This is an optimization exercise on Yosys and OpenROAD, whose aim is small area, a short achievable clock period and few clock cycles per item, not a production implementation. In this exercise RTL edits were held to simulation tests only and were not proved equivalent to the original.

==> inputs of exp/xenon <==
==> flow/design.v (excerpt) <==
module scalar_kalman_smoother (
  input  logic                            clk,
  input  logic                            rst_n,
  input  logic                            in_valid,
  output logic                            in_stall,
  input  logic [kfs_pkg::CH_W-1:0]        in_channel,
  input  logic [kfs_pkg::SAMPLE_W-1:0]    in_sample,
  input  logic [kfs_pkg::SAMPLE_W-1:0]    in_nudge,
  output logic                            out_valid,
  input  logic                            out_stall,
  output logic [kfs_pkg::CH_W-1:0]        out_channel_out,
  output logic [kfs_pkg::SAMPLE_W-1:0]    out_filtered,
  input  logic                            cfg_we,
  input  logic [kfs_pkg::CFG_IDX_W-1:0]   cfg_index,
  input  logic [kfs_pkg::CFG_W-1:0]       cfg_data
);
==> flow/config.mk <==
export PLATFORM = sky130hd
export DESIGN_NAME = scalar_kalman_smoother
export DESIGN_NICKNAME = scalar_kalman_smoother
export VERILOG_FILES = /design/flow/design.v
export SDC_FILE = /design/flow/constraint.sdc
export NUM_CORES = 4
export LEC_CHECK = 0
export CAP_MARGIN = 20
export CORE_MARGIN = 2
export CORE_UTILIZATION = 40
export SLEW_MARGIN = 20
==> flow/constraint.sdc <==
create_clock -name core_clock -period 10.0 [get_ports {clk}]
set_input_delay 2.0000 -clock core_clock [delete_from_list [all_inputs] [get_ports {clk}]]
set_output_delay 2.0000 -clock core_clock [all_outputs]
set_load 0.01 [all_outputs]
run.sh (not shown) runs the stock make flow with config.mk's settings and CLKGATE_MAP_FILE= SYNTH_SCRIPT=/design/flow/synth_recipe.tcl, a recipe that flattens the netlist after the stock synthesis.
==> exp/pepper: changes against exp/xenon <==
--- a/flow/design.v
+++ b/flow/design.v
@@ -124,31 +124,32 @@
     qr_r  <= {1'b0, q_r} + {1'b0, r_r};
     qr3_r <= {2'b00, q_r} + {2'b00, r_r} + {1'b0, q_r, 1'b0} + {1'b0, r_r, 1'b0};
     ds_r  <= {1'b0, kfs_pkg::VAR_MAX} + {1'b0, r_r};
     ds3_r <= 27'h2FFFFFD + {3'b000, r_r} + {2'b00, r_r, 1'b0};
     r3_r  <= {2'b00, r_r} + {1'b0, r_r, 1'b0};
   end
   logic [3:0][24:0]          xr;      
   logic [3:0]                xv;
-  logic [3:0][23:0]          pcm;     
-  logic [3:0]                pcv;
   logic [3:0][23:0]          pch;     
   logic [3:0][KD-1:0][15:0]  fk;      
   logic [3:0][KD-1:0][23:0]  fp;      
   logic [3:0][1:0]           fcnt;
   logic [3:0]                busy;    
   logic        flush;
   assign flush = cfg_we;
   logic        s0_v;
   logic [1:0]  s0_ch;
   logic [7:0]  s0_z, s0_u;
   logic        s1_v;
   logic [1:0]  s1_ch;
-  logic [7:0]  s1_z, s1_u;
+  logic [7:0]  s1_u;
+  logic [7:0]  s1_wa;     
+  logic        s1_wn;     
+  logic [9:0]  s1_zc;     
   logic [15:0] s1_k;
   logic        s2_v;
   logic [1:0]  s2_ch;
   logic [16:0] s2_kp;
   logic [23:0] s2_c;
   logic [24:0] s2_xsat;
   logic [7:0]  s2_u;
   logic        s2_corr;
@@ -214,24 +215,33 @@
   kfs_div u_s7 (.rem_i({1'b0, pp1}), .den1(den1), .den2({den1, 1'b0}), .den3(den3), .digit(d7), .rem_o(r7));
   logic [24:0] e1_d, e2_d, e3_d, e4_d;
   logic [26:0] e1_d3, e2_d3, e3_d3, e4_d3;
   logic [24:0] e1_rem, e2_rem, e3_rem, e4_rem;
   logic [1:0]  e1_k;
   logic [5:0]  e2_k;
   logic [9:0]  e3_k;
   logic [13:0] e4_k;
+  logic [40:0] e4_pk;     
   always_ff @(posedge clk) begin
     e1_v   <= rst_n && !flush && iss_v_r;
     e1_ch  <= iss_ch_r;
     e1_d   <= den1;
     e1_d3  <= den3;
     e1_rem <= r7;
     e1_k   <= d7;
   end
+  function automatic logic [25:0] rrow(input logic [1:0] d, input logic [23:0] r, input logic [25:0] r3);
+    unique case (d)
+      2'd0:    rrow = 26'd0;
+      2'd1:    rrow = {2'b00, r};
+      2'd2:    rrow = {1'b0, r, 1'b0};
+      default: rrow = r3;
+    endcase
+  endfunction
   logic [24:0] r6, r5, r4, r3, r2, r1;
   logic [1:0]  d6, d5, d4, d3, d2, d1;
   kfs_div u_s6 (.rem_i(e1_rem), .den1(e1_d), .den2({e1_d, 1'b0}), .den3(e1_d3), .digit(d6), .rem_o(r6));
   kfs_div u_s5 (.rem_i(r6),     .den1(e1_d), .den2({e1_d, 1'b0}), .den3(e1_d3), .digit(d5), .rem_o(r5));
   kfs_div u_s4 (.rem_i(e2_rem), .den1(e2_d), .den2({e2_d, 1'b0}), .den3(e2_d3), .digit(d4), .rem_o(r4));
   kfs_div u_s3 (.rem_i(r4),     .den1(e2_d), .den2({e2_d, 1'b0}), .den3(e2_d3), .digit(d3), .rem_o(r3));
   kfs_div u_s2 (.rem_i(e3_rem), .den1(e3_d), .den2({e3_d, 1'b0}), .den3(e3_d3), .digit(d2), .rem_o(r2));
   kfs_div u_s1 (.rem_i(r2),     .den1(e3_d), .den2({e3_d, 1'b0}), .den3(e3_d3), .digit(d1), .rem_o(r1));
@@ -249,39 +259,31 @@
     e3_rem <= r3;
     e3_k   <= {e2_k, d4, d3};
     e4_v   <= rst_n && !flush && e3_v;
     e4_ch  <= e3_ch;
     e4_d   <= e3_d;
     e4_d3  <= e3_d3;
     e4_rem <= r1;
     e4_k   <= {e3_k, d2, d1};
+    e4_pk  <= {1'b0, rrow(e3_k[9:8], r_r, r3_r), 14'b0} + {3'b0, rrow(e3_k[7:6], r_r, r3_r), 12'b0}
+            + {5'b0, rrow(e3_k[5:4], r_r, r3_r), 10'b0} + {7'b0, rrow(e3_k[3:2], r_r, r3_r), 8'b0}
+            + {9'b0, rrow(e3_k[1:0], r_r, r3_r), 6'b0};
   end
   logic [24:0] r0;
   logic [1:0]  d0;
   logic [15:0] kq;
   logic [15:0] k_new;
   logic [40:0] pearly, pacc;
   logic [23:0] p_new;
   kfs_div u_s0 (.rem_i(e4_rem), .den1(e4_d), .den2({e4_d, 1'b0}), .den3(e4_d3), .digit(d0), .rem_o(r0));
-  function automatic logic [25:0] rrow(input logic [1:0] d, input logic [23:0] r, input logic [25:0] r3);
-    unique case (d)
-      2'd0:    rrow = 26'd0;
-      2'd1:    rrow = {2'b00, r};
-      2'd2:    rrow = {1'b0, r, 1'b0};
-      default: rrow = r3;
-    endcase
-  endfunction
   always_comb begin
     kq     = {e4_k, d0};
     k_new  = (e4_d == '0) ? 16'd0 : kq;
-    pearly = {1'b0, rrow(e4_k[13:12], r_r, r3_r), 14'b0} + {3'b0, rrow(e4_k[11:10], r_r, r3_r), 12'b0}
-           + {5'b0, rrow(e4_k[9:8], r_r, r3_r), 10'b0}   + {7'b0, rrow(e4_k[7:6], r_r, r3_r), 8'b0}
-           + {9'b0, rrow(e4_k[5:4], r_r, r3_r), 6'b0}    + {11'b0, rrow(e4_k[3:2], r_r, r3_r), 4'b0}
-           + {13'b0, rrow(e4_k[1:0], r_r, r3_r), 2'b0};
+    pearly = e4_pk + {11'b0, rrow(e4_k[3:2], r_r, r3_r), 4'b0} + {13'b0, rrow(e4_k[1:0], r_r, r3_r), 2'b0};
     pacc   = pearly + {15'b0, rrow(d0, r_r, r3_r)} + {16'b0, r0};
     p_new  = pacc[39:16];
   end
   logic        accept;
   logic        credit_ok;
   logic [2:0]  oq_cnt;
   assign credit_ok = ({1'b0, oq_cnt} + {3'b000, s1_v} + {3'b000, s2_v}) < 4'(kfs_pkg::OQ_DEPTH);
   assign go        = s0_v && (fcnt[s0_ch] != 2'd0) && credit_ok;
@@ -301,35 +303,38 @@
       s0_ch <= in_channel;
       s0_z  <= in_sample;
       s0_u  <= in_nudge;
     end
   end
   always_ff @(posedge clk) begin
     s1_v  <= rst_n && go;
     s1_ch <= s0_ch;
-    s1_z  <= s0_z;
     s1_u  <= s0_u;
+    s1_wa <= (s0_z >= s0_u) ? (s0_z - s0_u) : (s0_u - s0_z);
+    s1_wn <= (s0_z < s0_u);
+    s1_zc <= 10'd512 - {2'b00, s0_z};
     s1_k  <= fk[s0_ch][0];
   end
   function automatic logic above(input logic [24:0] x, input logic wneg, input logic [7:0] w);
     above = wneg || (x[24:16] > {1'b0, w}) || ((x[24:16] == {1'b0, w}) && (x[15:0] != 16'd0));
   endfunction
-  logic [23:0] zk, uk;
-  logic [24:0] c_pre;
+  logic [23:0] wk;
+  logic [24:0] zck;
+  logic [25:0] c_pre;
   logic [24:0] xsat_pre;
   logic [8:0]  w_pre;
   logic [24:0] xcur;
   logic        fwd;
   always_comb begin
-    zk       = 24'(s1_z) * 24'(s1_k);
-    uk       = 24'(s1_u) * 24'(s1_k);
-    c_pre    = {1'b0, s1_u, 16'b0} - {1'b0, uk} + {1'b0, zk};
-    xsat_pre = (s1_k == 16'd0) ? kfs_pkg::EST_MAX : ({1'b0, zk} - {s1_k, 9'b0});
-    w_pre    = {1'b0, s1_z} - {1'b0, s1_u};
+    wk       = 24'(s1_wa) * 24'(s1_k);
+    zck      = 25'(s1_zc) * 25'(s1_k);
+    c_pre    = {2'b00, s1_u, 16'b0} + ({2'b00, wk} ^ {26{s1_wn}}) + {25'b0, s1_wn};
+    xsat_pre = (s1_k == 16'd0) ? kfs_pkg::EST_MAX : (25'd0 - zck);
+    w_pre    = s1_wn ? (9'd0 - {1'b0, s1_wa}) : {1'b0, s1_wa};
     xcur     = xv[s1_ch] ? xr[s1_ch] : kfs_pkg::EST_RESET;
     fwd      = s2_v && (s2_ch == s1_ch);
   end
   always_ff @(posedge clk) begin
     s2_v    <= rst_n && s1_v;
     s2_ch   <= s1_ch;
     s2_kp   <= 17'h10000 - {1'b0, s1_k};
     s2_c    <= c_pre[23:0];
@@ -353,46 +358,43 @@
   always_comb begin
     for (int c = 0; c < 4; c++) begin
       wposv[c] = fcnt[c] - {1'b0, popv[c]};
     end
   end
   always_ff @(posedge clk) begin
     if (!rst_n) begin
       xv   <= '0;
-      pcv  <= '0;
       fcnt <= '0;
       busy <= '0;
     end else begin
       for (int c = 0; c < 4; c++) begin
         if (xwv[c]) xv[c] <= 1'b1;
-        if (popv[c]) pcv[c] <= 1'b1;
       end
       fcnt <= fcnt_n;
       busy <= busy_n;
     end
   end
   always_ff @(posedge clk) begin
     for (int c = 0; c < 4; c++) begin
       if (xwv[c]) xr[c] <= xn;
-      if (!rst_n)     pch[c] <= kfs_pkg::VAR_RESET;
-      else if (flush) pch[c] <= pcv[c] ? pcm[c] : kfs_pkg::VAR_RESET;
-      else if (pushv[c]) pch[c] <= p_new;
+      if (!rst_n)                           pch[c] <= kfs_pkg::VAR_RESET;
+      else if (flush && (fcnt[c] != 2'd0)) pch[c] <= fp[c][0];
+      else if (!flush && pushv[c])          pch[c] <= p_new;
       if (popv[c]) begin
-        pcm[c] <= fp[c][0];
         for (int j = 0; j < KD - 1; j++) begin
           fk[c][j] <= fk[c][j+1];
           fp[c][j] <= fp[c][j+1];
         end
       end
       if (pushv[c]) begin
         for (int j = 0; j < KD; j++) begin
           if (wposv[c] == j[1:0]) begin
             fk[c][j] <= k_new;
-            fp[c][j] <= p_new;
+            fp[c][j] <= pch[c];
           end
         end
       end
     end
   end
   logic [9:0] oq_head;
   kfs_state_mem u_oq (
     .clk       (clk),
==> flow/config.mk (replaced) <==
export PLATFORM = sky130hd
export DESIGN_NAME = scalar_kalman_smoother
export DESIGN_NICKNAME = scalar_kalman_smoother
export VERILOG_FILES = /design/flow/design.v
export SDC_FILE = /design/flow/constraint.sdc
export NUM_CORES = 4
export LEC_CHECK = 0
export CAP_MARGIN = 20
export CORE_MARGIN = 2
export CORE_UTILIZATION = 60
export PLACE_DENSITY = 0.72
export SLEW_MARGIN = 20
==> comparison table <==
item	exp/xenon	exp/pepper
Met2 Resource Use GR	37.0%	56.7%
Number of signal-net inverters in the final layout	1428	1436
Buffers plus inverters on the worst setup path	4	7
Outcome	timing/DRC/antenna clean	timing/DRC/antenna clean
Summed instance area of the synthesized netlist	124000 µm²	123000 µm²
Area fraction in and, or, nand and nor cells after synthesis	14.1%	14.3%
Synthesis-to-layout area growth	9.12%	7.63%
Final non-filler cell area	136000 µm²	132000 µm²
Net count, final	15900	15900
Data required time at the worst endpoint	10680 ps	10670 ps
Number of enable-type register cells in the synthesized netlist	384	288
Number of antenna violations at the first check in global routing	22	36
Number of distinct library cell variants in the gate-level netlist after synthesis	111	107
Initial core utilization	40.2%	60.3%
Number of fill cells in the layout	30200	17000
Relative slew slack	27.6%	25.2%
Total length of routed met3 wires	24.2 mm	34.7 mm
Maximum number of pins on one net before global-route repair	75	81
Adder-cell share of the synthesized area	24.5%	24.8%
Testbench counts of exp/xenon, summed over its fixed seeds: cycles 3,674, items 2,048.
Testbench counts of exp/pepper, summed over its fixed seeds: cycles 3,674, items 2,048.

[afterwards: timing with drivers on the ports]
Ports are ideal in the flow. The routed layouts listed here were re-timed in OpenROAD. Step 1, drivers: a clkbuf_16 drives clk and a buf_2 each remaining input, both assumed. Step 2 adds t to the input delays and takes it off the output delays; t is the mean of the earliest and latest rising clock arrival at the registers after step 1. Input paths then give back, and output paths get back, about the clock's delay inside the block. Slacks: ideal ports / drivers / drivers and shift; pairs: ideal ports / drivers.
run	t (ns)	slack for setup (ns)	worst register clock-pin slew, ns	cell pins on the clock port's net
exp/xenon	0.928	0.514 / 0.514 / 0.514	0.08 / 0.08	1
exp/pepper	0.900	0.655 / 0.655 / 0.655	0.07 / 0.07	1
After both steps setup and hold are still met in every run listed.
